Background: an optimization exercise with open tools, aiming at small area, a short achievable clock period and few clock cycles. Do not read the settings as production practice. The RTL was checked by simulation tests, not by an equivalence proof against the original design. Power and IR drop assume default switching activity.

$ cat design.v
package cqt_pkg;
    localparam int CTB_LOG2    = 6;
    localparam int MIN_CU_LOG2 = 3;
    localparam int MAX_DEPTH   = CTB_LOG2 - MIN_CU_LOG2;
    localparam int GRID        = 1 << MAX_DEPTH;
    typedef logic [9:0]  ctx_addr_t;
    typedef logic [11:0] pix_x_t;
    typedef logic [10:0] pix_y_t;
    typedef logic [5:0]  ctb_col_t;
    typedef logic [4:0]  ctb_row_t;
endpackage
`timescale 1ns/1ns
module cqt_decoder
#(
    parameter int MAX_CTB_COLS = 64   
) (
    input  logic        clk,
    input  logic        rst_n,
    input  logic        cqt_start,
    input  cqt_pkg::ctb_col_t    ctb_x,
    input  cqt_pkg::ctb_row_t    ctb_y,
    input  cqt_pkg::pix_x_t      pic_width,
    input  cqt_pkg::pix_y_t      pic_height,
    output logic        bin_req,
    output cqt_pkg::ctx_addr_t   ctx_addr,
    input  logic        bin,
    input  logic        bin_vld,
    output logic        cu_valid,
    input  logic        cu_ready,
    output cqt_pkg::pix_x_t      cu_x,
    output cqt_pkg::pix_y_t      cu_y,
    output logic [2:0]  cu_log2_size,
    output logic        busy,
    output logic        ctb_done
);
    function automatic logic [3:0] span(input logic [1:0] d);
        span = 4'd8 >> d;
    endfunction
    function automatic logic fits(input logic [2:0] x, input logic [2:0] y,
                                  input logic [1:0] d,
                                  input logic [3:0] w, input logic [3:0] h);
        fits = ({1'b0, x} + span(d) <= w) && ({1'b0, y} + span(d) <= h);
    endfunction
    function automatic logic [8:0] next_node(input logic [2:0] x, input logic [2:0] y,
                                             input logic [1:0] d,
                                             input logic [3:0] w, input logic [3:0] h);
        logic [2:0] hs, pm, px, py;
        logic       ix, iy, xr, yb;
        next_node = '0;
        for (int k = 1; k <= 3; k++) begin
            if (k <= int'(d)) begin
                hs = 3'b100 >> (k - 1);
                pm = ~((hs << 1) - 3'd1);
                px = x & pm;
                py = y & pm;
                ix = |(x & hs);
                iy = |(y & hs);
                xr = ({1'b0, px | hs} < w);
                yb = ({1'b0, py | hs} < h);
                case ({iy, ix})
                    2'b00: begin
                        if (xr)      next_node = {1'b1, px | hs, py, 2'(k)};
                        else if (yb) next_node = {1'b1, px, py | hs, 2'(k)};
                    end
                    2'b01: if (yb) next_node = {1'b1, px, py | hs, 2'(k)};
                    2'b10: if (xr) next_node = {1'b1, px | hs, py | hs, 2'(k)};
                    default: ;
                endcase
            end
        end
    endfunction
    function automatic logic [5:0] zidx(input logic [2:0] x, input logic [2:0] y);
        zidx = {y[2], x[2], y[1], x[1], y[0], x[0]};
    endfunction
    logic        busy_q;
    logic        done_q;
    logic        start;
    logic [3:0]  w_q, h_q;        
    logic [5:0]  sel_q;           
    logic        byp_q;           
    logic        s0_q;
    logic [3:0]  s1_q;            
    logic [15:0] s2_q;            
    logic [6:0]  lb_q;            
    logic [6:0]  ab_q;            
    logic [4:0]  shreg [MAX_CTB_COLS];
    logic        req_q;           
    logic        wait_q;          
    logic [2:0]  fx_q, fy_q;
    logic [1:0]  fd_q;
    logic        c1_q, c0_q;      
    logic        ov_q;
    logic        first_q;         
    logic [2:0]  ox_q, oy_q;
    logic [1:0]  od_q;
    assign start = cqt_start && !busy_q;
    logic [3:0] w_in, h_in;
    logic [6:0] cols_in;
    logic       lav, aav;
    assign w_in    = (ctb_x == pic_width[11:6])  ? {1'b0, pic_width[5:3]}  : 4'd8;
    assign h_in    = (ctb_y == pic_height[10:6]) ? {1'b0, pic_height[5:3]} : 4'd8;
    assign cols_in = {1'b0, pic_width[11:6]} + 7'(pic_width[5:3] != 3'd0);
    assign lav     = (ctb_x != '0);
    assign aav     = (ctb_y != '0);
    function automatic logic [1:0] nb_ctx(input logic [2:0] x, input logic [2:0] y,
                                          input logic [1:0] d,
                                          input logic [3:0] s1, input logic [15:0] s2,
                                          input logic [6:0] lb, input logic [6:0] ab,
                                          input logic la, input logic aa);
        logic cl, ca;
        logic [2:0] ux, uy;
        ux = x - 3'd1;
        uy = y - 3'd1;
        if (x == 3'd0) begin
            case (d)
                2'd0:    cl = lb[0];
                2'd1:    cl = lb[1 + y[2]];
                default: cl = lb[3 + y[2:1]];
            endcase
            cl = cl && la;
        end else begin
            case (d)
                2'd1:    cl = s1[{y[2], ux[2]}];
                default: cl = s2[{y[2], ux[2], y[1], ux[1]}];
            endcase
        end
        if (y == 3'd0) begin
            case (d)
                2'd0:    ca = ab[0];
                2'd1:    ca = ab[1 + x[2]];
                default: ca = ab[3 + x[2:1]];
            endcase
            ca = ca && aa;
        end else begin
            case (d)
                2'd1:    ca = s1[{uy[2], x[2]}];
                default: ca = s2[{uy[2], x[2], uy[1], x[1]}];
            endcase
        end
        nb_ctx = {cl, ca};
    endfunction
    logic [1:0] d0_in;
    logic       has0_in;
    logic [1:0] ctx0_in;
    always_comb begin
        has0_in = 1'b1;
        if (w_in == 4'd8 && h_in == 4'd8)   d0_in = 2'd0;
        else if (w_in >= 4'd4 && h_in >= 4'd4) d0_in = 2'd1;
        else begin
            d0_in   = 2'd2;
            has0_in = (w_in >= 4'd2 && h_in >= 4'd2);
        end
        ctx0_in = nb_ctx(3'd0, 3'd0, d0_in, 4'd0, 16'd0, lb_q, ab_q, lav, aav);
    end
    logic [8:0] fsucc;
    logic [1:0] fsd;        
    logic [1:0] ctx_s;      
    logic [1:0] ctx_s1;     
    logic [1:0] ctx_c;      
    logic [2:0] sx, sy;
    always_comb begin
        fsucc = next_node(fx_q, fy_q, fd_q, w_q - 4'd1, h_q - 4'd1);
        sx    = fsucc[7:5];
        sy    = fsucc[4:2];
        if (fits(sx, sy, fsucc[1:0], w_q, h_q))
            fsd = fsucc[1:0];
        else if (fits(sx, sy, fsucc[1:0] + 2'd1, w_q, h_q))
            fsd = fsucc[1:0] + 2'd1;
        else
            fsd = 2'd2;
        ctx_s  = nb_ctx(sx, sy, fsd, s1_q, s2_q, lb_q, ab_q, lav, aav);
        ctx_s1 = nb_ctx(sx, sy, fsd, s1_q,
                        s2_q | (16'd1 << {fy_q[2], fx_q[2], fy_q[1], fx_q[1]}),
                        lb_q, ab_q, lav, aav);
        ctx_c  = nb_ctx(fx_q, fy_q, fd_q + 2'd1, s1_q, s2_q, lb_q, ab_q, lav, aav);
    end
    logic ans;
    assign ans = wait_q && bin_vld;
    always_ff @(posedge clk) begin
        if (!rst_n) begin
            req_q  <= 1'b0;
            wait_q <= 1'b0;
        end else if (start) begin
            req_q  <= has0_in;
            wait_q <= 1'b0;
        end else if (req_q) begin
            req_q  <= 1'b0;
            wait_q <= 1'b1;
        end else if (ans) begin
            wait_q <= 1'b0;
            req_q  <= (bin && fd_q != 2'd2) || fsucc[8];
        end
    end
    always_ff @(posedge clk) begin
        if (start) begin
            fx_q <= 3'd0;
            fy_q <= 3'd0;
            fd_q <= d0_in;
            {c1_q, c0_q} <= {&ctx0_in, ^ctx0_in};
        end else if (ans) begin
            if (bin && fd_q != 2'd2) begin
                fd_q <= fd_q + 2'd1;
                {c1_q, c0_q} <= {&ctx_c, ^ctx_c};
            end else begin
                fx_q <= sx;
                fy_q <= sy;
                fd_q <= fsd;
                if (bin)
                    {c1_q, c0_q} <= {&ctx_s1, ^ctx_s1};
                else
                    {c1_q, c0_q} <= {&ctx_s, ^ctx_s};
            end
        end
    end
    always_ff @(posedge clk) begin
        if (start) begin
            s0_q <= 1'b0;
            s1_q <= '0;
            s2_q <= '0;
        end else if (ans && bin) begin
            case (fd_q)
                2'd0: s0_q <= 1'b1;
                2'd1: s1_q[{fy_q[2], fx_q[2]}] <= 1'b1;
                default: s2_q[{fy_q[2], fx_q[2], fy_q[1], fx_q[1]}] <= 1'b1;
            endcase
        end
    end
    assign bin_req  = req_q;
    assign ctx_addr = {7'd0, 1'b1, c1_q, c0_q};
    logic [8:0] csucc;
    logic [2:0] cx, cy;
    logic [1:0] ck;
    logic       cend;         
    logic       known;        
    logic       at_pend;      
    logic [1:0] leaf_d;
    logic       cu_ok;        
    logic [1:0] cu_d;
    logic       fw_idle;
    logic       sp;
    assign fw_idle = !req_q && !wait_q;
    always_comb begin
        csucc = next_node(ox_q, oy_q, od_q, w_q, h_q);
        if (first_q) begin
            cx = 3'd0; cy = 3'd0; ck = 2'd0; cend = 1'b0;
        end else begin
            cx = csucc[7:5]; cy = csucc[4:2]; ck = csucc[1:0]; cend = !csucc[8];
        end
        leaf_d = 2'd3;
        for (int j = 2; j >= 0; j--) begin
            sp = 1'b0;
            if (j >= int'(ck)) begin
                case (j)
                    0: sp = s0_q;
                    1: sp = s1_q[{cy[2], cx[2]}];
                    default: sp = s2_q[{cy[2], cx[2], cy[1], cx[1]}];
                endcase
                if (!fits(cx, cy, 2'(j), w_q, h_q) ? 1'b0 : !sp)
                    leaf_d = 2'(j);
            end
        end
        at_pend = (cx == fx_q) && (cy == fy_q);
        known   = fw_idle || (zidx(cx, cy) < zidx(fx_q, fy_q));
        cu_d    = leaf_d;
        cu_ok   = 1'b0;
        if (!cend) begin
            if (known)
                cu_ok = 1'b1;
            else if (at_pend && ans) begin
                if (!bin) begin
                    cu_ok = 1'b1;
                    cu_d  = fd_q;
                end else if (fd_q == 2'd2) begin
                    cu_ok = 1'b1;
                    cu_d  = 2'd3;
                end
            end
        end
    end
    logic take;
    assign take = !ov_q || cu_ready;
    always_ff @(posedge clk) begin
        if (!rst_n) begin
            ov_q <= 1'b0;
        end else if (start) begin
            ov_q <= 1'b0;
        end else if (busy_q && take) begin
            ov_q <= cu_ok;
        end
    end
    always_ff @(posedge clk) begin
        if (start) begin
            first_q <= 1'b1;
        end else if (busy_q && take && cu_ok) begin
            first_q <= 1'b0;
            ox_q    <= cx;
            oy_q    <= cy;
            od_q    <= cu_d;
        end
    end
    assign cu_valid     = ov_q;
    assign cu_x         = {ctb_x, ox_q, 3'b000};
    assign cu_y         = {ctb_y, oy_q, 3'b000};
    assign cu_log2_size = 3'd6 - {1'b0, od_q};
    always_ff @(posedge clk) begin
        if (!rst_n) begin
            busy_q <= 1'b0;
            done_q <= 1'b0;
        end else if (start) begin
            busy_q <= 1'b1;
            done_q <= 1'b0;
        end else if (done_q) begin
            busy_q <= 1'b0;
            done_q <= 1'b0;
        end else begin
            done_q <= busy_q && !first_q && cend && take;
        end
    end
    assign busy     = busy_q;
    assign ctb_done = done_q;
    always_ff @(posedge clk) begin
        if (start) begin
            w_q   <= w_in;
            h_q   <= h_in;
            sel_q <= 6'(cols_in - 7'd2);
            byp_q <= (cols_in == 7'd1);
        end
    end
    logic       full;
    logic [6:0] bot;       
    logic [4:0] bot_enc;
    logic [6:0] tap_dec;
    assign full = (w_q == 4'd8) && (h_q == 4'd8);
    assign bot  = {s2_q[15], s2_q[14], s2_q[11], s2_q[10],
                   s1_q[3] || !full,
                   s1_q[2] || !(w_q >= 4'd4 && h_q == 4'd8),
                   s0_q || !full};
    function automatic logic [4:0] enc(input logic [6:0] t);
        logic a, b;
        a = t[1];
        b = t[2];
        if (a && b)  enc = {1'b1, t[3], t[4], t[5], t[6]};
        else if (a)  enc = {3'b001, t[3], t[4]};
        else if (b)  enc = {3'b010, t[5], t[6]};
        else         enc = {4'b0000, t[0]};
    endfunction
    function automatic logic [6:0] dec(input logic [4:0] e);
        if (e[4])                 dec = {e[0], e[1], e[2], e[3], 3'b111};
        else if (e[3:2] == 2'b01) dec = {2'b00, e[0], e[1], 3'b011};
        else if (e[3:2] == 2'b10) dec = {e[0], e[1], 2'b00, 3'b101};
        else                      dec = {6'd0, e[0]};
    endfunction
    assign bot_enc = enc(bot);
    assign tap_dec = dec(shreg[sel_q]);
    always_ff @(posedge clk) begin
        if (done_q) begin
            shreg[0] <= bot_enc;
            for (int i = 1; i < MAX_CTB_COLS; i++)
                shreg[i] <= shreg[i-1];
            lb_q <= {s2_q[15], s2_q[13], s2_q[7], s2_q[5], s1_q[3], s1_q[1], s0_q};
            ab_q <= byp_q ? bot : tap_dec;
        end
    end
endmodule
$ cat run.sh
#!/bin/bash
# synth_recipe.tcl (not shown) runs the flow's synth.tcl, then flattens the netlist and writes it again
# the make line also repeats each setting of config.mk as NAME=value (left out here)
make -C /OpenROAD-flow-scripts/flow DESIGN_CONFIG=/design/flow/config.mk WORK_HOME=/design/flow/orfs CLKGATE_MAP_FILE= SYNTH_SCRIPT=/design/flow/synth_recipe.tcl finish
$ cat config.mk
export PLATFORM = sky130hd
export DESIGN_NAME = cqt_decoder
export DESIGN_NICKNAME = cqt_decoder
export VERILOG_FILES = /design/flow/design.v
export SDC_FILE = /design/flow/constraint.sdc
export NUM_CORES = 4
export LEC_CHECK = 0
export CAP_MARGIN = 20
export CORE_MARGIN = 2
export CORE_UTILIZATION = 40
export SLEW_MARGIN = 20
$ cat constraint.sdc
create_clock -name core_clock -period 6.0 [get_ports {clk}]
set_input_delay 1.2000 -clock core_clock [delete_from_list [all_inputs] [get_ports {clk}]]
set_output_delay 1.2000 -clock core_clock [all_outputs]
set_load 0.01 [all_outputs]
==> results.ini <==
[layout]
regArea_um2=11500
fill_cells=4336
diodes=0
most-common-layout-cells=edfxtp_1 (361), nand2_1 (100), buf_4 (99)
layout_commonest_cell=edfxtp_1
syn_to_final_growth_pct=18.84
multi_input_area_um2=8325
fin_nets=1867
drive_gt1_frac=0.1723
fin_util=0.4839

[sta]
final_max_slew_viol_count=0
final.setup_skew_ns=0.03140
worst_slew_pin_slew_ns=1.155
relSlewSlack=0.2301
fin_ws_ns=0.1119
period_share=0.9813
grt_setup_unrepaired=true
finalHoldViolations=0
setup-violations-final=0
fin_crit_ns=5.888
fmax_mhz=169.8

[global_route]
grt_overflow=0
grt_util_met2=0.3433
grt_use_total=0.2223
busiest_layer=met2
first_global_vias=14260
grt_pass1_wl_mm=87.06
antenna_found_initial=0
grt_max_degree=189
use_met1=0.3269
use_met3=0.04011

[worst_setup_path]
cp.depth=31
crit_arrival_ns=6.19
critPathCapture=c0_q
cp.required_ns=6.31
crit_path_start=h_q[0]
cpPeakStageDelay_ns=0.42
cp_slowest_cell=a221o_2
r2r_start=h_q[0]
worst-path-buf-inv=6
r2r_cells=31
path_class=flop to flop
r2r-end=c0_q
ff2ff_setup_slack_ns=0.11
worstPathMaxFanout=4
start_kind=flop
crit_family=compound AO/OA/AOI/OAI gates
end_kind=flop

[yosys]
yosys.area_share.simple=0.09309
synth_area_leaders=edfxtp_1 (54%), ha_1 (6.2%), dfxtp_1 (3.3%)
syn_area_um2=20010
synth-seq-area-share=0.5746
synth_cell_types=89
synth_top_family_by_area=compound AO/OA/AOI/OAI gates
synthAdderAreaFrac=0.06589
synthMuxAreaShare=0.04395
synth_edf_count=361
synth_ff_type=edfxtp_1
synthXorXnorAreaFrac=0.01394
synth_top_area_cell=edfxtp_1
yosysWarningCount=2
synth_top_area_share=0.5416
synth_cells=1608
ys_ff_latch=394
avgSynthCellArea_um2=12.45
synth-compound-area-share=0.1673
synth-async-reset-ratio=0

[floorplan]
start_util=0.4072
core_region_area_um2=49150
rows=81
boundaryPins=80
die-height_um=227.7
die-area_um2=51840
dieWidth_um=227.7

[min_path]
min_path_type=flop to flop

[place]
routabilityCongestion=0.9181
place.port_buffers=59
preCtsSetupSlack_ns=-0.2246
hpwl_mm=39.40

[route]
drtPass1Iterations=5
ant_nets=0
viasPerCell=6.048
drc=0
num_vias=14660
wl_per_cell_um=24.06
drt-initial-drc-count=1934
drt-total-wl_mm=58.31

[power]
leakagePower_uw=0.008103
vdd_drop_max_v=0.0002163
p_per_area_nw_per_um2=363.0

[clock_tree]
clockRootBuffer=clkbuf_16
hold_buffers=0
worstSkewPairLatency_ns=0.60
path_clk_slew_ns=0.06
clock-sinks=394
cts_tree=yes
h-tree-depth=2
cts_buffers=43
clk_path_buf_depth=3

[run_status]
status=timing/DRC/antenna clean

[flow_run]
maxCapViolCount=0

-- state kept, by name, summed over array words and instances, names as in the netlist, 4 cells and up --
| register | flops |
|---|---|
| shreg | 320 |
| s2_q | 16 |
| ab_q | 7 |
| lb_q | 7 |
| sel_q | 6 |
| h_q | 4 |
| s1_q | 4 |
| w_q | 4 |
-- layer usage --
metal  part of all wire  wire (um)
met3              0.083       4840
met1               0.45      26040
met4              0.018       1040
met5                  0          0
met2               0.45      26380
-- per-stage QoR --
step | instance area (um2) | TNS, ns | instances | hold slack, ns | power, uW
finish | 23780 | 0 | 2423 | 0.4326 | 8633
global route | 23780 | -0.3900 | 2423 | 0.4462 | 9049
CTS | 23430 | 0 | 2418 | 0.4284 | 8378
detailed placement | 21910 | -0.3158 | 2334 | 0.4312 | 5666
global placement | 21910 | -0.03702 | 2334 | 0.4231 | 5616
floorplan | 20120 | 0 | 1620 | 0.4180 | 4795
-- kinds of logic (layout without fill, tap and decap cells) --
group                    count (synthesis)  after routing
AO/OA/AOI/OAI                          468            468
XOR/XNOR                                31             31
adder cells (fa/ha/maj)                103            103
buffers and inverters                  188            327
flip-flops                             394            394
multiplexers                            56             56
other                                    2             14
AND/OR/NAND/NOR                        366            366
-- Yosys cell counts, drive strengths merged, types with 27 or more instances --
master / n
edfxtp: 361
buf: 38
clkbuf: 68
a22oi: 76
nor2: 97
o21ai: 59
nand3: 33
nand2: 102
dfxtp: 33
inv: 80
a31oi: 27
ha: 99
a21oi: 96
-- power breakdown --
group,leakage (uW),switching [uW],internal (uW)
clock,0.000677,1150,1480
combinational,0.00414,1600,1260
sequential,0.00328,84.2,3060
total,0.00810,2830,5800
-- worst min path at each step --
stage | to | slack, ns | depth (start not counted) | from
after global routing | shreg[56][3] | 0.45 | 0 | shreg[55][3]
after CTS | shreg[56][3] | 0.43 | 0 | shreg[55][3]
after floorplan | shreg[10][2] | 0.42 | 0 | shreg[9][2]
final | shreg[56][3] | 0.43 | 0 | shreg[55][3]
after detailed placement | shreg[35][4] | 0.43 | 0 | shreg[34][4]
after global placement | shreg[2][2] | 0.42 | 0 | shreg[1][2]
-- final cells by class --
| class | count | share of cell area |
|---|---|---|
| inverters | 82 | 0.01305 |
| well taps | 664 | 0.03493 |
| flip-flops and latches | 394 | 0.4837 |
| repair buffers | 165 | 0.06013 |
| multi-input cells | 1038 | 0.3500 |
| clock buffers | 57 | 0.04919 |
| clock inverters | 23 | 0.008943 |
-- repair_timing --
action / in CTS / in global routing
resized for setup: 29 / 57
endpoints found under the setup margin: 2 / 2
buffers inserted: 4 / 6
pin swaps: 18 / 39
Testbench counts, summed over its fixed seeds: cycles 32,788.

port drivers added, routing unchanged:
In the flow no input, the clock included, has a driving cell. The finished layout below was timed again as built, in two steps.
Step 1 assumes that a clkbuf_16 drives the clock port and a buf_2 every other input.
Step 2 adds t to the input delays and takes it off the output delays; t is the mean of the earliest and latest rising clock arrival at the registers after step 1. Input paths then give back, and output paths get back, about the clock's delay inside the block.
Slacks: ideal / step 1 / step 2; pairs: ideal / step 1.
shift t [ns]: 0.640
setup slack, ns: 0.112 / 0.112 / 0.112
worst setup path at the end: register to register
clock arrival spread, ns: 0.035 / 0.034
After both steps setup and hold are still met in this run. The setup slack of this run moves by 0.000 ns with the drivers and by 0.000 ns with both steps.
